Background: an optimization exercise with open tools, aiming at small area, a short achievable clock period and few clock cycles per item. Do not read the settings as production practice.
In this exercise RTL edits were held to simulation tests only and were not proved equivalent to the original.

==> design.v <==
package hcil_pkg;
  localparam int REG_W     = 12;
  localparam int GAIN_W    = 16;
  localparam int INT_FRAC  = 16;
  localparam int CFG_W     = 16;
  localparam int CFG_ADR_W = 3;
  localparam int PC_W      = 3;
  localparam int OUT_W     = ((4 * REG_W + 1 + 7) / 8) * 8;
  localparam logic [REG_W-1:0]  CENTER_RST = 12'd3077;
  localparam logic [GAIN_W-1:0] SCALE_RST  = 16'd39322;
  localparam logic [REG_W-1:0]  OFFSET_RST = 12'd0;
  localparam logic [GAIN_W-1:0] GAIN_RST   = 16'd1638;
  localparam logic [REG_W-1:0]  BAND_RST   = 12'd50;
  localparam logic [REG_W-1:0]  LIMIT_RST  = 12'd2300;
  typedef enum logic [CFG_ADR_W-1:0] {
    REG_CURRENT_CENTER   = 3'd0,
    REG_REFERENCE_SCALE  = 3'd1,
    REG_REFERENCE_OFFSET = 3'd2,
    REG_INTEGRAL_GAIN    = 3'd3,
    REG_BAND_LIMIT       = 3'd4,
    REG_DUTY_LIMIT       = 3'd5
  } reg_index_t;
  typedef enum logic [1:0] {
    HOLD_NONE = 2'd0,
    HOLD_IN   = 2'd1,
    HOLD_OUT  = 2'd2
  } hold_t;
  typedef struct packed {
    logic            accept;
    logic            ld_cur;
    logic            mul_ref;
    logic            ld_ref;
    logic            ld_err;
    logic            mul_err;
    logic            ld_int;
    logic            emit;
    hold_t           hold;
    logic            jump;
    logic [PC_W-1:0] target;
  } ucode_t;
  typedef struct packed {
    logic ready;
    logic ld_cur;
    logic mul_ref;
    logic ld_ref;
    logic ld_err;
    logic mul_err;
    logic ld_int;
    logic emit;
  } ctl_t;
  typedef struct packed {
    logic [REG_W-1:0]  center;
    logic [GAIN_W-1:0] scale;
    logic [REG_W-1:0]  offset;
    logic [GAIN_W-1:0] gain;
    logic [REG_W-1:0]  band;
    logic [REG_W-1:0]  limit;
  } cfg_t;
  typedef struct packed {
    logic             in_band;
    logic [REG_W-1:0] reverse_duty_high;
    logic [REG_W-1:0] reverse_duty_low;
    logic [REG_W-1:0] forward_duty_high;
    logic [REG_W-1:0] forward_duty_low;
  } result_t;
endpackage
module hcil_seq
(
  input  logic clk,
  input  logic rst,
  input  logic in_valid,
  input  logic out_busy,
  output hcil_pkg::ctl_t ctl
);
  localparam int PC_W = hcil_pkg::PC_W;
  logic [PC_W-1:0]  pc;
  logic [PC_W-1:0]  pc_next;
  hcil_pkg::ucode_t word;
  logic             hold;
  always_comb begin
    case (pc)
      3'd0:    word = {1'b1, 1'b1, 1'b1, 1'b0, 1'b0, 1'b0, 1'b0, 1'b0, hcil_pkg::HOLD_IN,   1'b0, 3'd0};
      3'd1:    word = {1'b0, 1'b0, 1'b0, 1'b1, 1'b0, 1'b0, 1'b0, 1'b0, hcil_pkg::HOLD_NONE, 1'b0, 3'd0};
      3'd2:    word = {1'b0, 1'b0, 1'b0, 1'b0, 1'b1, 1'b0, 1'b0, 1'b0, hcil_pkg::HOLD_NONE, 1'b0, 3'd0};
      3'd3:    word = {1'b0, 1'b0, 1'b0, 1'b0, 1'b0, 1'b1, 1'b0, 1'b0, hcil_pkg::HOLD_NONE, 1'b0, 3'd0};
      3'd4:    word = {1'b0, 1'b0, 1'b0, 1'b0, 1'b0, 1'b0, 1'b1, 1'b1, hcil_pkg::HOLD_OUT,  1'b1, 3'd0};
      default: word = {1'b0, 1'b0, 1'b0, 1'b0, 1'b0, 1'b0, 1'b0, 1'b0, hcil_pkg::HOLD_NONE, 1'b1, 3'd0};
    endcase
  end
  always_comb begin
    case (word.hold)
      hcil_pkg::HOLD_NONE: hold = 1'b0;
      hcil_pkg::HOLD_IN:   hold = !in_valid;
      hcil_pkg::HOLD_OUT:  hold = out_busy;
      default:             hold = 1'b0;
    endcase
  end
  always_comb begin
    if (hold) begin
      pc_next = pc;
    end else if (word.jump) begin
      pc_next = word.target;
    end else begin
      pc_next = pc + PC_W'(1);
    end
  end
  always_ff @(posedge clk) begin
    if (rst) begin
      pc <= '0;
    end else begin
      pc <= pc_next;
    end
  end
  assign ctl.ready   = word.accept;
  assign ctl.ld_cur  = word.ld_cur  && !hold;
  assign ctl.mul_ref = word.mul_ref && !hold;
  assign ctl.ld_ref  = word.ld_ref  && !hold;
  assign ctl.ld_err  = word.ld_err  && !hold;
  assign ctl.mul_err = word.mul_err && !hold;
  assign ctl.ld_int  = word.ld_int  && !hold;
  assign ctl.emit    = word.emit    && !hold;
endmodule
import hcil_pkg::*;
module hcil_datapath
#(
  parameter int SAMPLE_BITS   = 12,
  parameter int FRACTION_BITS = 8
) (
  input  logic                   clk,
  input  logic                   rst,
  input  hcil_pkg::ctl_t                   ctl,
  input  hcil_pkg::cfg_t                   cfg,
  input  logic [SAMPLE_BITS-1:0] current_sample_a,
  input  logic [SAMPLE_BITS-1:0] reference_sample_a,
  input  logic [SAMPLE_BITS-1:0] current_sample_b,
  input  logic [SAMPLE_BITS-1:0] reference_sample_b,
  input  logic                   drive_enable,
  input  logic                   direction_forward,
  output hcil_pkg::result_t                result
);
  localparam int S      = SAMPLE_BITS;
  localparam int F      = FRACTION_BITS;
  localparam int W_IN   = (S > REG_W) ? S : REG_W;
  localparam int CUR_W  = W_IN + F + 2;
  localparam int FC_W   = REG_W + F;
  localparam int REF_W  = W_IN + F + 2;
  localparam int ERR_W  = REF_W + 1;
  localparam int MA_W   = ERR_W;
  localparam int MB_W   = GAIN_W + 1;
  localparam int P_W    = MA_W + MB_W;
  localparam int SH_REF = GAIN_W + 1 - F;
  localparam int INT_W  = REG_W + INT_FRAC;
  logic [FC_W-1:0]         filtered_current;
  logic signed [REF_W-1:0] filtered_reference;
  logic [INT_W-1:0]        duty_integrator;
  logic signed [ERR_W-1:0] err;
  logic                    in_band_q;
  logic signed [P_W-1:0]   prod;
  logic                    enable_q;
  logic                    forward_q;
  logic [S:0]              sum_c;
  logic [S:0]              sum_r;
  logic signed [CUR_W-1:0] cur_new;
  logic signed [CUR_W:0]   cur_sum;
  logic signed [CUR_W:0]   cur_avg;
  logic [FC_W-1:0]         filtered_current_next;
  logic signed [P_W-1:0]   prod_sh;
  logic signed [REF_W-1:0] ref_new;
  logic signed [REF_W:0]   ref_sum;
  logic signed [REF_W:0]   ref_avg;
  logic signed [ERR_W-1:0] err_next;
  logic [ERR_W-1:0]        mag;
  logic [ERR_W-1:0]        band_q;
  logic signed [MA_W-1:0]  mul_a;
  logic signed [MB_W-1:0]  mul_b;
  logic signed [P_W-1:0]   inc;
  logic signed [P_W:0]     int_sum;
  logic [INT_W-1:0]        limit_q;
  logic [INT_W-1:0]        duty_integrator_next;
  logic [REG_W-1:0]        duty;
  assign sum_c = {1'b0, current_sample_a} + {1'b0, current_sample_b};
  assign sum_r = {1'b0, reference_sample_a} + {1'b0, reference_sample_b};
  assign cur_new = $signed({{(CUR_W-REG_W-F){1'b0}}, cfg.center, {F{1'b0}}})
                 - $signed({{(CUR_W-S-F){1'b0}}, sum_c, {(F-1){1'b0}}});
  assign cur_sum = $signed({{(CUR_W+1-FC_W){1'b0}}, filtered_current})
                 + $signed({cur_new[CUR_W-1], cur_new});
  assign cur_avg = cur_sum >>> 1;
  assign filtered_current_next = cur_avg[CUR_W] ? '0 : cur_avg[FC_W-1:0];
  assign prod_sh = prod >>> SH_REF;
  assign ref_new = $signed(prod_sh[REF_W-1:0])
                 - $signed({{(REF_W-REG_W-F){1'b0}}, cfg.offset, {F{1'b0}}});
  assign ref_sum = $signed({filtered_reference[REF_W-1], filtered_reference})
                 + $signed({ref_new[REF_W-1], ref_new});
  assign ref_avg = ref_sum >>> 1;
  assign err_next = $signed({filtered_reference[REF_W-1], filtered_reference})
                  - $signed({{(ERR_W-FC_W){1'b0}}, filtered_current});
  assign mag      = err_next[ERR_W-1] ? ERR_W'(-err_next) : ERR_W'(err_next);
  assign band_q   = {{(ERR_W-REG_W-F){1'b0}}, cfg.band, {F{1'b0}}};
  assign mul_a = ctl.mul_ref ? $signed({{(MA_W-S-1){1'b0}}, sum_r}) : err;
  assign mul_b = ctl.mul_ref ? $signed({1'b0, cfg.scale}) : $signed({1'b0, cfg.gain});
  assign inc     = prod >>> F;
  assign int_sum = $signed({inc[P_W-1], inc})
                 + $signed({{(P_W+1-INT_W){1'b0}}, duty_integrator});
  assign limit_q = {cfg.limit, {INT_FRAC{1'b0}}};
  always_comb begin
    if (int_sum[P_W]) begin
      duty_integrator_next = '0;
    end else if (int_sum > $signed({{(P_W+1-INT_W){1'b0}}, limit_q})) begin
      duty_integrator_next = limit_q;
    end else begin
      duty_integrator_next = int_sum[INT_W-1:0];
    end
  end
  assign duty = duty_integrator_next[INT_W-1 -: REG_W];
  always_ff @(posedge clk) begin
    if (rst) begin
      filtered_current   <= '0;
      filtered_reference <= '0;
      duty_integrator    <= '0;
    end else begin
      if (ctl.ld_cur) begin
        filtered_current <= filtered_current_next;
      end
      if (ctl.ld_ref) begin
        filtered_reference <= ref_avg[REF_W-1:0];
      end
      if (ctl.ld_int) begin
        duty_integrator <= duty_integrator_next;
      end
    end
  end
  always_ff @(posedge clk) begin
    if (ctl.ld_cur) begin
      enable_q  <= drive_enable;
      forward_q <= direction_forward;
    end
    if (ctl.mul_ref || ctl.mul_err) begin
      prod <= mul_a * mul_b;
    end
    if (ctl.ld_err) begin
      err       <= err_next;
      in_band_q <= (mag < band_q);
    end
  end
  always_comb begin
    result                   = '0;
    result.in_band           = in_band_q;
    if (enable_q && forward_q) begin
      result.forward_duty_low  = duty;
      result.forward_duty_high = duty;
    end
    if (enable_q && !forward_q) begin
      result.reverse_duty_low  = duty;
      result.reverse_duty_high = duty;
    end
  end
endmodule
import hcil_pkg::*;
module hbridge_current_integral_loop_core
#(
  parameter int SAMPLE_BITS   = 12,
  parameter int FRACTION_BITS = 8,
  localparam int IN_W = ((4 * SAMPLE_BITS + 2 + 7) / 8) * 8
) (
  input  logic                 clk,
  input  logic                 rst,
  input  logic                 s_axis_tvalid,
  output logic                 s_axis_tready,
  input  logic [IN_W-1:0]      s_axis_tdata,
  output logic                 m_axis_tvalid,
  input  logic                 m_axis_tready,
  output logic [OUT_W-1:0]     m_axis_tdata,
  input  logic                 cfg_wr_en,
  input  logic [CFG_ADR_W-1:0] cfg_addr,
  input  logic [CFG_W-1:0]     cfg_wdata
);
  localparam int S = SAMPLE_BITS;
  hcil_pkg::cfg_t    cfg;
  hcil_pkg::ctl_t    ctl;
  hcil_pkg::result_t result;
  logic    out_busy;
  always_ff @(posedge clk) begin
    if (rst) begin
      cfg.center <= CENTER_RST;
      cfg.scale  <= SCALE_RST;
      cfg.offset <= OFFSET_RST;
      cfg.gain   <= GAIN_RST;
      cfg.band   <= BAND_RST;
      cfg.limit  <= LIMIT_RST;
    end else if (cfg_wr_en) begin
      case (cfg_addr)
        REG_CURRENT_CENTER:   cfg.center <= cfg_wdata[REG_W-1:0];
        REG_REFERENCE_SCALE:  cfg.scale  <= cfg_wdata[GAIN_W-1:0];
        REG_REFERENCE_OFFSET: cfg.offset <= cfg_wdata[REG_W-1:0];
        REG_INTEGRAL_GAIN:    cfg.gain   <= cfg_wdata[GAIN_W-1:0];
        REG_BAND_LIMIT:       cfg.band   <= cfg_wdata[REG_W-1:0];
        REG_DUTY_LIMIT:       cfg.limit  <= cfg_wdata[REG_W-1:0];
        default: ;
      endcase
    end
  end
  assign out_busy      = m_axis_tvalid && !m_axis_tready;
  assign s_axis_tready = ctl.ready;
  hcil_seq u_seq (
    .clk      (clk),
    .rst      (rst),
    .in_valid (s_axis_tvalid),
    .out_busy (out_busy),
    .ctl      (ctl)
  );
  hcil_datapath #(
    .SAMPLE_BITS   (SAMPLE_BITS),
    .FRACTION_BITS (FRACTION_BITS)
  ) u_datapath (
    .clk                (clk),
    .rst                (rst),
    .ctl                (ctl),
    .cfg                (cfg),
    .current_sample_a   (s_axis_tdata[S-1:0]),
    .reference_sample_a (s_axis_tdata[2*S-1:S]),
    .current_sample_b   (s_axis_tdata[3*S-1:2*S]),
    .reference_sample_b (s_axis_tdata[4*S-1:3*S]),
    .drive_enable       (s_axis_tdata[4*S]),
    .direction_forward  (s_axis_tdata[4*S+1]),
    .result             (result)
  );
  always_ff @(posedge clk) begin
    if (rst) begin
      m_axis_tvalid <= 1'b0;
    end else if (ctl.emit) begin
      m_axis_tvalid <= 1'b1;
    end else if (m_axis_tready) begin
      m_axis_tvalid <= 1'b0;
    end
  end
  always_ff @(posedge clk) begin
    if (ctl.emit) begin
      m_axis_tdata <= OUT_W'(result);
    end
  end
endmodule
==> run.sh <==
#!/bin/bash
# synth_recipe.tcl (not shown) runs the flow's synth.tcl, then flattens the netlist and writes it again
# the make line also repeats each setting of config.mk as NAME=value (left out here)
make -C /OpenROAD-flow-scripts/flow DESIGN_CONFIG=/design/flow/config.mk WORK_HOME=/design/flow/orfs CLKGATE_MAP_FILE= SYNTH_SCRIPT=/design/flow/synth_recipe.tcl finish
==> config.mk <==
export PLATFORM = sky130hd
export DESIGN_NAME = hbridge_current_integral_loop_core
export DESIGN_NICKNAME = hbridge_current_integral_loop_core
export VERILOG_FILES = /design/flow/design.v
export SDC_FILE = /design/flow/constraint.sdc
export NUM_CORES = 4
export LEC_CHECK = 0
export CAP_MARGIN = 20
export CORE_MARGIN = 2
export CORE_UTILIZATION = 40
export SLEW_MARGIN = 20
==> constraint.sdc <==
create_clock -name core_clock -period 10.0 [get_ports {clk}]
set_input_delay 2.0000 -clock core_clock [delete_from_list [all_inputs] [get_ports {clk}]]
set_output_delay 2.0000 -clock core_clock [all_outputs]
set_load 0.01 [all_outputs]
==> notes.md <==
- Status: no timing/DRC/antenna violations
- Hold WS: 0.452 ns
- Crit Path Max Fanout: 5
- Async S/R FF share, synth: 0%
- Hold-fix buffers at CTS: 0
- Total grt overflow: 0
- Final layout net count: 4,317
- Die W: 273 um
- Share of cells above drive strength 1: 8.95%
- RSZ-0062 raised after global routing: false
- Clk Latency, worst-skew pair: 0.55 ns
- DR iter-0 viols: 1,503
- Min Clock Period, post-route: 9.64 ns
- H-tree lvl count: 1
- Rel. slew slack: 32.6%
- Total number of vias: 23,530
- Clock sink count: 237
- Worst Setup End Kind: register
- Pin count of the biggest net entering global routing: 89
- Critical Path AT: 9.94 ns
- Max clock buf depth: 3
- Core Box Area: 71,600 um^2
- Worst Path Required: 10.30 ns
- Ys flop type: dfxtp_1
- Syn Inst Count: 3,402
- Sequential share of the synthesized area: 19.2%
- Total Neg Setup Slack: 0 ns
- Reg clk slew, reported paths: 0.06 ns
- Synth warn: 3
- Num ports: 138
- Endpoints failing hold: 0
- #FFs+latches synth: 237
- Fin Clk Skew: 0.0259 ns
- Vias per cell: 5.13
- Slew @ Worst Pin: 1.01 ns
- ANT nets after route: 0
- First-pass GRT wire length: 127 mm
- DIE HEIGHT: 273 um
- DRT Wirelength: 79.4 mm
- Synth unique cells: 90
- Final Max Tran Viols: 0
- Critical Path Max Stage Delay: 0.57 ns
- Number of buffers added on ports: 124
- Detailed-route DRC error count: 0
- Die footprint: 74,600 um^2
- Routability cong.: 0.919
- Peak Freq: 104 MHz
- Worst Setup Start Kind: primary input
- Vias in the first global route: 23,216
- Post-synth EDFFs: 83
- Initial antenna violation count: 0
- Worst Hold Class: register to register
- Num CTS Buffers: 26
- Drt wl/cell: 17.3 um
- DP Wirelength: 65.3 mm
- Setup CP Type: primary input to register
- Crit-path slowest cell: fa_1
- CTS tree: built
- Final period util: 96.4%
- P&R area growth vs syn: 15.7%
- First-pass DRT Iterations: 5
- Worst path most repeated cell: fa_1
- Starting density of the core: 40.5%
- Final setup fails: 0
- Root buffer cell: clkbuf_16
- Max-cap violations: 0
- All-Layer GR Usage: 21.6%
- Mapped Avg Cell Area: 8.52 um^2
- Final Core Density: 46.8%
- Row Count: 98
- Post-Syn Area: 29,000 um^2
[cells in the mapped netlist, types with 5 or more instances]
cell | n | area [um^2]
a22oi_1 | 5 | 37.5
dfxtp_1 | 154 | 3080
a211o_1 | 6 | 52.6
nor2b_1 | 28 | 175
xnor2_1 | 91 | 797
o31a_1 | 13 | 114
nor3_1 | 42 | 210
nand3b_1 | 31 | 233
a21boi_0 | 5 | 37.5
o41ai_1 | 5 | 43.8
and3_1 | 62 | 388
nand2_1 | 557 | 2090
or3_1 | 6 | 37.5
a31oi_1 | 12 | 75.1
buf_2 | 5 | 25.0
nor4_1 | 8 | 50.1
mux2i_1 | 36 | 360
nor2_1 | 266 | 998
or2_2 | 11 | 68.8
nand2b_1 | 23 | 144
o31ai_1 | 10 | 75.1
clkbuf_1 | 101 | 379
fa_1 | 369 | 7390
a22o_1 | 17 | 149
o211ai_1 | 10 | 75.1
o21ai_0 | 53 | 265
o21bai_1 | 20 | 150
a21oi_1 | 215 | 1080
a21o_1 | 39 | 293
ha_1 | 255 | 3190
o21a_1 | 27 | 203
a211oi_1 | 20 | 150
nand4_1 | 9 | 56.3
buf_4 | 32 | 240
xor2_1 | 48 | 420
and2_1 | 19 | 119
edfxtp_1 | 83 | 2490
o2111ai_1 | 6 | 52.6
inv_1 | 542 | 2030
nand3_1 | 48 | 240
o21ai_1 | 29 | 145
[final timing paths]
path / slack (ns) / cells after the start / from / endpoint
max: 0.36 / 39 / s_axis_tdata[36] / u_datapath.prod[38]
min: 0.45 / 2 / cfg[14] / cfg[14]
max reg2reg: 2.04 / 32 / u_seq.pc[0] / u_datapath.prod[38]
min reg2reg: 0.45 / 2 / cfg[14] / cfg[14]
[cell usage in the layout (no fill, tap or decap), types with 8 or more instances in the layout]
master / n
xor2_1: 48
a211oi_1: 18
o21bai_1: 17
a21oi_1: 199
a22o_1: 17
nor2b_1: 28
ha_1: 250
buf_4: 187
a21oi_2: 15
mux2i_1: 36
edfxtp_1: 83
fa_2: 8
o31ai_1: 10
and3_1: 61
o31a_1: 13
nand2_1: 553
clkdlybuf4s50_1: 117
a31oi_1: 12
o21ai_1: 26
nand4_1: 9
nor2_1: 266
nand3_1: 48
fa_1: 361
a21o_1: 39
inv_1: 538
or2_2: 11
and2_1: 19
xnor2_1: 91
clkbuf_16: 28
o211ai_1: 10
nand3b_1: 31
nand2b_1: 23
nor3_1: 41
dfxtp_1: 154
o21ai_0: 50
o21a_1: 27
[state kept, by name, summed over array words and instances (netlist names)]
signal and flops:
m_axis_tdata 25, u_datapath.in_band_q 1, u_datapath.enable_q 1, u_datapath.forward_q 1, u_datapath.err 23, u_datapath.prod 32
m_axis_tvalid 1, u_datapath.duty_integrator 28, cfg 80, u_datapath.filtered_current 20, u_seq.pc 3, u_datapath.filtered_reference 22
[through the flow]
step	area, um^2	worst slack, ns	instances
after global placement	32300	-0.999	4522
after global routing	33500	0.0246	4583
after detailed placement	32300	-1.07	4522
after floorplan	29000	0.0427	3408
after CTS	33300	0.0101	4578
final	33500	0.361	4584
[metal layers]
metal | wire, um | share of wire [%] | vias up | global-route usage (%)
met5 | 0 | 0 | - | 0
met4 | 3060 | 3.9 | 0 | 7.42
met3 | 4260 | 5.4 | 114 | 2.37
met2 | 36700 | 46 | 562 | 35.3
met1 | 35400 | 45 | 11463 | 29.6
li1 | - | - | 11391 | -
[critical path: cells and delay by family]
family,cells,cell delay (ns)
and+or+nand+nor,4,0.50
adders and majority gates,9,3.65
xor gates and xnor gates,1,0.14
buffers and inverters,9,1.04
muxes,1,0.27
AOI/OAI and AO/OA,15,2.30
[layout make-up]
| class | instances | area [um^2] |
|---|---|---|
| diodes | 1 | 2.50 |
| clock buffers | 36 | 741 |
| clock inverters | 12 | 148 |
| fillers | 7044 | 38100 |
| inverters | 545 | 2050 |
| multi-input cells | 2483 | 21000 |
| flip-flops and latches | 237 | 5580 |
| well taps | 950 | 1190 |
| repair buffers | 320 | 2820 |
[what timing repair did]
| item | 4_1_cts | 5_1_grt |
|---|---|---|
| pin swaps | 31 | 54 |
| setup buffers | 8 | 4 |
| setup endpoints to repair | 13 | 14 |
| resized for setup | 24 | 43 |
[cells by family after synthesis]
family                   synth area share, %
AO/OA/AOI/OAI                           11.7
XOR/XNOR                                4.31
adder cells (fa/ha/maj)                 36.5
buffers and inverters                   9.37
flip-flops                              19.2
multiplexers                            1.40
other                                 0.0129
AND/OR/NAND/NOR                         17.5
Testbench counts, summed over its fixed seeds: cycles 9,608, items 1,920.

==> separate check: timing with driven ports <==
The results above use ideal ports. As a check the final layout listed here was re-extracted and re-timed, cells and wires unchanged.
Step 1 assumes that a clkbuf_16 drives the clock port and a buf_2 every other input.
Step 2 also shifts input and output timing later by t, the mid clock arrival at the registers, as if the neighbouring blocks saw the same clock.
Slacks: ideal ports / drivers / drivers and shift; pairs: ideal ports / drivers.
shift t [ns]: 0.594
setup WS [ns]: 0.361 / 0.393 / -0.201
worst setup path at the end: input to register
With both steps, setup timing fails in this run, where it was met with ideal ports. The setup slack of this run moves by +0.032 ns with the drivers and by -0.562 ns with both steps.
